Context: an optimization exercise on an open-source flow, tuned for small area. The choices shown serve that exercise and are no tape-out recipe.
In this exercise RTL edits were held to simulation tests only and were not proved equivalent to the original.
No activity file was given, so power comes from the tool's default toggle rates.

==> flow/design.v (excerpt) <==
module dev_top (
    input  logic                       clk_60m,
    input  logic                       rst_n,
    input  logic                       upc_cfg_uart_rx,
    output logic                       upc_cfg_uart_tx,
    input  logic [dev_pkg::byte_w-1:0] upconvert_cfg_data,
    input  logic                       upconvert_cfg_data_valid,
    output logic [dev_pkg::byte_w-1:0] upconvert_rd_data,
    output logic                       upconvert_rd_data_valid,
    input  logic                       pc_lcuart_rx,
    output logic                       pc_lcuart_tx,
    input  logic                       pc_lctx_en,
    input  logic [dev_pkg::byte_w-1:0] pc_lctx_data,
    output logic [dev_pkg::byte_w-1:0] pc_lcrx_data,
    output logic                       pc_lcrx_data_valid,
    input  logic                       pc_rmuart_rx,
    output logic                       pc_rmuart_tx,
    input  logic                       pc_rmtx_en,
    input  logic [dev_pkg::byte_w-1:0] pc_rmtx_data,
    output logic [dev_pkg::byte_w-1:0] pc_rmrx_data,
    output logic                       pc_rmrx_data_valid,
    input  logic                       pwr_uart_rx,
    output logic [dev_pkg::meas_w-1:0] pwr_voltage,
    output logic [dev_pkg::meas_w-1:0] pwr_current,
    output logic [dev_pkg::meas_w-1:0] pwr_power,
    output logic                       pwr_valid
);
    logic upc_bit_stb, upc_stop_stb, upc_line;
  ...
Size in the first run: ~440 flip-flops, roughly 160 I/O pins, about 17,000 sq um of cells after synthesis.
==> module uart_rx, before the edit <==
module uart_rx #(
    parameter int BAUD_DIV     = dev_pkg::upc_baud_div,
    parameter bit CHECK_EN     = 1'b0,
    parameter bit CHECK_FILTER = 1'b0
) (
    input  logic        clk_sys,
    input  logic        rst_n,
    input  logic        rx,                      
    output logic [dev_pkg::byte_w-1:0] stream_data,        
    output logic        stream_valid,            
    output logic        bit_stb,                 
    output logic        stop_stb,                
    output logic        line_bit                 
);
    localparam int last_bit = CHECK_EN ? dev_pkg::byte_w + 2 : dev_pkg::byte_w + 1;
    localparam int cw = (BAUD_DIV > 127) ? 8 : 7;
    localparam logic [cw-1:0] c_first = (cw == 8) ? cw'(dev_pkg::lfsr8_half) : cw'(dev_pkg::lfsr7_half);
    localparam logic [cw-1:0] c_next  = (cw == 8) ? cw'(dev_pkg::lfsr8_full) : cw'(dev_pkg::lfsr7_full);
    localparam logic [cw-1:0] c_mask  = (cw == 8) ? cw'(dev_pkg::lfsr8_mask) : cw'(dev_pkg::lfsr7_mask);
    logic [2:0]                 rx_ff;       
    logic                       busy;        
    logic [cw-1:0]              cnt;
    logic [3:0]                 bit_idx;
    logic [dev_pkg::byte_w-1:0] shift_reg;   
    logic                       par_acc;     
    logic start_edge, mid_pt, fb;
    assign start_edge = rx_ff[2] & ~rx_ff[1];    
    assign busy       = bit_idx <= 4'(last_bit);
    assign mid_pt     = busy && ((cnt & c_mask) == (cw'(1) & c_mask));
    assign fb         = (cw == 8) ? (cnt[cw-1] ^ cnt[5] ^ cnt[4] ^ cnt[3]) : (cnt[cw-1] ^ cnt[cw-2]);
    assign stream_data  = shift_reg;
    assign stream_valid = bit_idx == 4'(last_bit + 1) && !(CHECK_FILTER && par_acc);
    assign bit_stb      = mid_pt && bit_idx != 4'd0 && bit_idx <= 4'(dev_pkg::byte_w);
    assign stop_stb     = mid_pt && bit_idx == 4'(last_bit);
    assign line_bit     = rx_ff[1];
    always_ff @(posedge clk_sys) begin
        if (!rst_n) rx_ff <= 3'b111;             
        else        rx_ff <= {rx_ff[1:0], rx};
        if (!rst_n) begin
            bit_idx <= 4'd15;
        end else if (!busy) begin
            bit_idx <= start_edge ? 4'd0 : 4'd15;
        end else if (mid_pt) begin
            if (bit_idx == 4'd0 && rx_ff[1]) bit_idx <= 4'd15;      
            else                             bit_idx <= bit_idx + 4'd1;
        end
        if (!busy) begin
            par_acc <= 1'b0;
        end else if (mid_pt && bit_idx != 4'd0 && bit_idx != 4'(last_bit)) begin
            par_acc <= par_acc ^ rx_ff[1];
        end
        if (!busy)       cnt <= c_first;
        else if (mid_pt) cnt <= c_next;
        else             cnt <= {cnt[cw-2:0], fb};
        if (bit_stb) shift_reg <= {rx_ff[1], shift_reg[dev_pkg::byte_w-1:1]};
    end
endmodule
==> module pwr_monitor, before the edit <==
module pwr_monitor (
    input  logic                       clk_sys,
    input  logic                       rst_n,
    input  logic [dev_pkg::byte_w-1:0] stream_data,
    input  logic                       stream_valid,
    input  logic                       bit_stb,        
    input  logic                       stop_stb,       
    input  logic                       line_bit,       
    output logic [dev_pkg::meas_w-1:0] pwr_voltage,
    output logic [dev_pkg::meas_w-1:0] pwr_current,
    output logic [dev_pkg::meas_w-1:0] pwr_power,
    output logic                       pwr_valid      
);
    localparam int ww = dev_pkg::pwr_word_w;
    localparam int nb = dev_pkg::pwr_data_bytes * dev_pkg::byte_w;
    logic [3:0]                 pos;
    logic [dev_pkg::byte_w-1:0] sum;             
    logic                       frame_err;       
    logic [nb-1:0]              payload;         
    logic [dev_pkg::pwr_word_cnt*ww-1:0] words;  
    logic                       frame_ok;
    for (genvar k = 0; k < dev_pkg::pwr_word_cnt; k++) begin : g_words
        assign words[k*ww +: ww] = {payload[16*k +: 8], payload[16*k+8 +: 8]};
    end
    assign pwr_valid = pos == 4'd14;
    assign frame_ok = stream_valid && pos == 4'd13 && stream_data == sum && !frame_err;
    always_ff @(posedge clk_sys) begin
        if (bit_stb) payload <= {stream_data[0], payload[nb-1:1]};
        if (stop_stb) frame_err <= ~line_bit | (frame_err && pos != 4'd0);
        if (pos == 4'd0)                       sum <= '0;
        else if (stream_valid && pos != 4'd13) sum <= sum + stream_data;
        if (!rst_n) begin
            pos <= '0;
        end else if (pos >= 4'd14) begin
            pos <= '0;
        end else if (stream_valid) begin
            if (pos == 4'd0) begin
                if (stream_data == dev_pkg::pwr_header) pos <= 4'd1;
            end else if (pos == 4'd13) begin
                pos <= frame_ok ? 4'd14 : 4'd0;
            end else begin
                pos <= pos + 4'd1;
            end
        end
        if (!rst_n) begin
            pwr_voltage <= '0;
            pwr_current <= '0;
            pwr_power   <= '0;
        end else begin
            if (frame_ok) begin
                pwr_voltage <= {words[3*ww +: ww], words[0*ww +: ww]};
                pwr_current <= {words[4*ww +: ww], words[1*ww +: ww]};
                pwr_power   <= {words[5*ww +: ww], words[2*ww +: ww]};
            end
        end
    end
endmodule
clock: 10.0 ns
lec_check: 0
abc_area: 1
cap_margin: 20
core_margin: 2
core_utilization: 40
cts_buf_list: sky130_fd_sc_hd__clkbuf_8
cts_cluster_diameter: 60
cts_cluster_size: 16
slew_margin: 20
standard.sh (not shown) runs the stock make flow with config.mk's settings and CLKGATE_MAP_FILE= SYNTH_SCRIPT=/design/flow/synth_recipe.tcl, a recipe that flattens the netlist after the stock synthesis.
==> flow/flow/run.sh <==
#!/bin/bash
# The standard layout (standard.sh) with two changes:
#  - ports are buffered with sky130_fd_sc_hd__buf_1 instead of the cell buffer_ports picks
#    by itself (a 10 um2 delay buffer)
#  - the clock tree is built without dummy loads
# every tool's output goes to logs under this folder (make's to standard.log, ORFS's own
# per-step logs to orfs/logs/)
set -euo pipefail
export BUFFER_PORTS_ARGS="-buffer_cell sky130_fd_sc_hd__buf_1"
export CTS_ARGS="-sink_clustering_enable -repair_clock_nets -dont_use_dummy_load -buf_list sky130_fd_sc_hd__clkbuf_8 -sink_clustering_size 16 -sink_clustering_max_diameter 60"
bash standard.sh > standard.log 2>&1
The first run completed without violations.
Change:
--- a/flow/design.v
+++ b/flow/design.v
@@ -41,16 +41,15 @@
     localparam logic [cw-1:0] c_mask  = (cw == 8) ? cw'(dev_pkg::lfsr8_mask) : cw'(dev_pkg::lfsr7_mask);
     logic [2:0]                 rx_ff;       
-    logic                       busy;        
+    logic                       busy;
     logic [cw-1:0]              cnt;
-    logic [3:0]                 bit_idx;
+    logic [3:0]                 bit_idx;     
     logic [dev_pkg::byte_w-1:0] shift_reg;   
     logic                       par_acc;     
     logic start_edge, mid_pt, fb;
     assign start_edge = rx_ff[2] & ~rx_ff[1];    
-    assign busy       = bit_idx <= 4'(last_bit);
     assign mid_pt     = busy && ((cnt & c_mask) == (cw'(1) & c_mask));
     assign fb         = (cw == 8) ? (cnt[cw-1] ^ cnt[5] ^ cnt[4] ^ cnt[3]) : (cnt[cw-1] ^ cnt[cw-2]);
     assign stream_data  = shift_reg;
-    assign stream_valid = bit_idx == 4'(last_bit + 1) && !(CHECK_FILTER && par_acc);
+    assign stream_valid = !busy && bit_idx == 4'(last_bit + 1) && !(CHECK_FILTER && par_acc);
     assign bit_stb      = mid_pt && bit_idx != 4'd0 && bit_idx <= 4'(dev_pkg::byte_w);
     assign stop_stb     = mid_pt && bit_idx == 4'(last_bit);
@@ -60,15 +59,17 @@
         else        rx_ff <= {rx_ff[1:0], rx};
         if (!rst_n) begin
-            bit_idx <= 4'd15;
+            busy <= 1'b0;
         end else if (!busy) begin
-            bit_idx <= start_edge ? 4'd0 : 4'd15;
+            busy <= start_edge;
         end else if (mid_pt) begin
-            if (bit_idx == 4'd0 && rx_ff[1]) bit_idx <= 4'd15;      
-            else                             bit_idx <= bit_idx + 4'd1;
-        end
-        if (!busy) begin
+            if (bit_idx == 4'd0 && rx_ff[1]) busy <= 1'b0;      
+            if (bit_idx == 4'(last_bit))     busy <= 1'b0;      
+        end
+        if (!busy || !rst_n) begin
+            bit_idx <= '0;
             par_acc <= 1'b0;
-        end else if (mid_pt && bit_idx != 4'd0 && bit_idx != 4'(last_bit)) begin
-            par_acc <= par_acc ^ rx_ff[1];
+        end else if (mid_pt) begin
+            bit_idx <= bit_idx + 4'd1;
+            if (bit_idx != 4'd0 && bit_idx != 4'(last_bit)) par_acc <= par_acc ^ rx_ff[1];
         end
         if (!busy)       cnt <= c_first;
@@ -160,5 +161,4 @@
         assign words[k*ww +: ww] = {payload[16*k +: 8], payload[16*k+8 +: 8]};
     end
-    assign pwr_valid = pos == 4'd14;
     assign frame_ok = stream_valid && pos == 4'd13 && stream_data == sum && !frame_err;
     always_ff @(posedge clk_sys) begin
@@ -169,11 +169,9 @@
         if (!rst_n) begin
             pos <= '0;
-        end else if (pos >= 4'd14) begin
-            pos <= '0;
         end else if (stream_valid) begin
             if (pos == 4'd0) begin
                 if (stream_data == dev_pkg::pwr_header) pos <= 4'd1;
-            end else if (pos == 4'd13) begin
-                pos <= frame_ok ? 4'd14 : 4'd0;
+            end else if (pos >= 4'd13) begin
+                pos <= '0;
             end else begin
                 pos <= pos + 4'd1;
@@ -181,8 +179,10 @@
         end
         if (!rst_n) begin
+            pwr_valid   <= 1'b0;
             pwr_voltage <= '0;
             pwr_current <= '0;
             pwr_power   <= '0;
         end else begin
+            pwr_valid <= frame_ok;
             if (frame_ok) begin
                 pwr_voltage <= {words[3*ww +: ww], words[0*ww +: ww]};
Clock power fell by about 2%.
Power went down by about 8%.
Via count decreases by 2.3%.
Area after synthesis rises by 0.38%.
Wire length falls by about 4%.

-- static timing again, ports no longer ideal --
How much do the figures lean on ideal ports? The routed layouts below were timed once more, with nothing changed but the port constraints. Step 1: set_driving_cell puts a clkbuf_16 on clk_60m and a buf_2 on each other input, an assumption about the parent block. Step 2 moves the port delays by t, midway between the first and last clock arrival at a register: inputs arrive t later, outputs are due t later. That takes back most of the time a late clock gives input paths. Slacks: no drivers / after step 1 / after step 2; pairs: no drivers / after step 1.
| run | t (ns) | setup slack, ns | worst hold slack (ns) | worst setup path at the end | latest minus earliest clock arrival (ns) |
|---|---|---|---|---|---|
| the first run | 0.628 | 5.257 / 5.211 / 5.839 | 0.396 / 0.396 / 0.396 | register to output | 0.054 / 0.054 |
| the second run | 0.621 | 5.360 / 5.312 / 5.934 | 0.361 / 0.361 / 0.361 | register to output | 0.065 / 0.065 |
After both steps setup and hold are still met in every run listed.
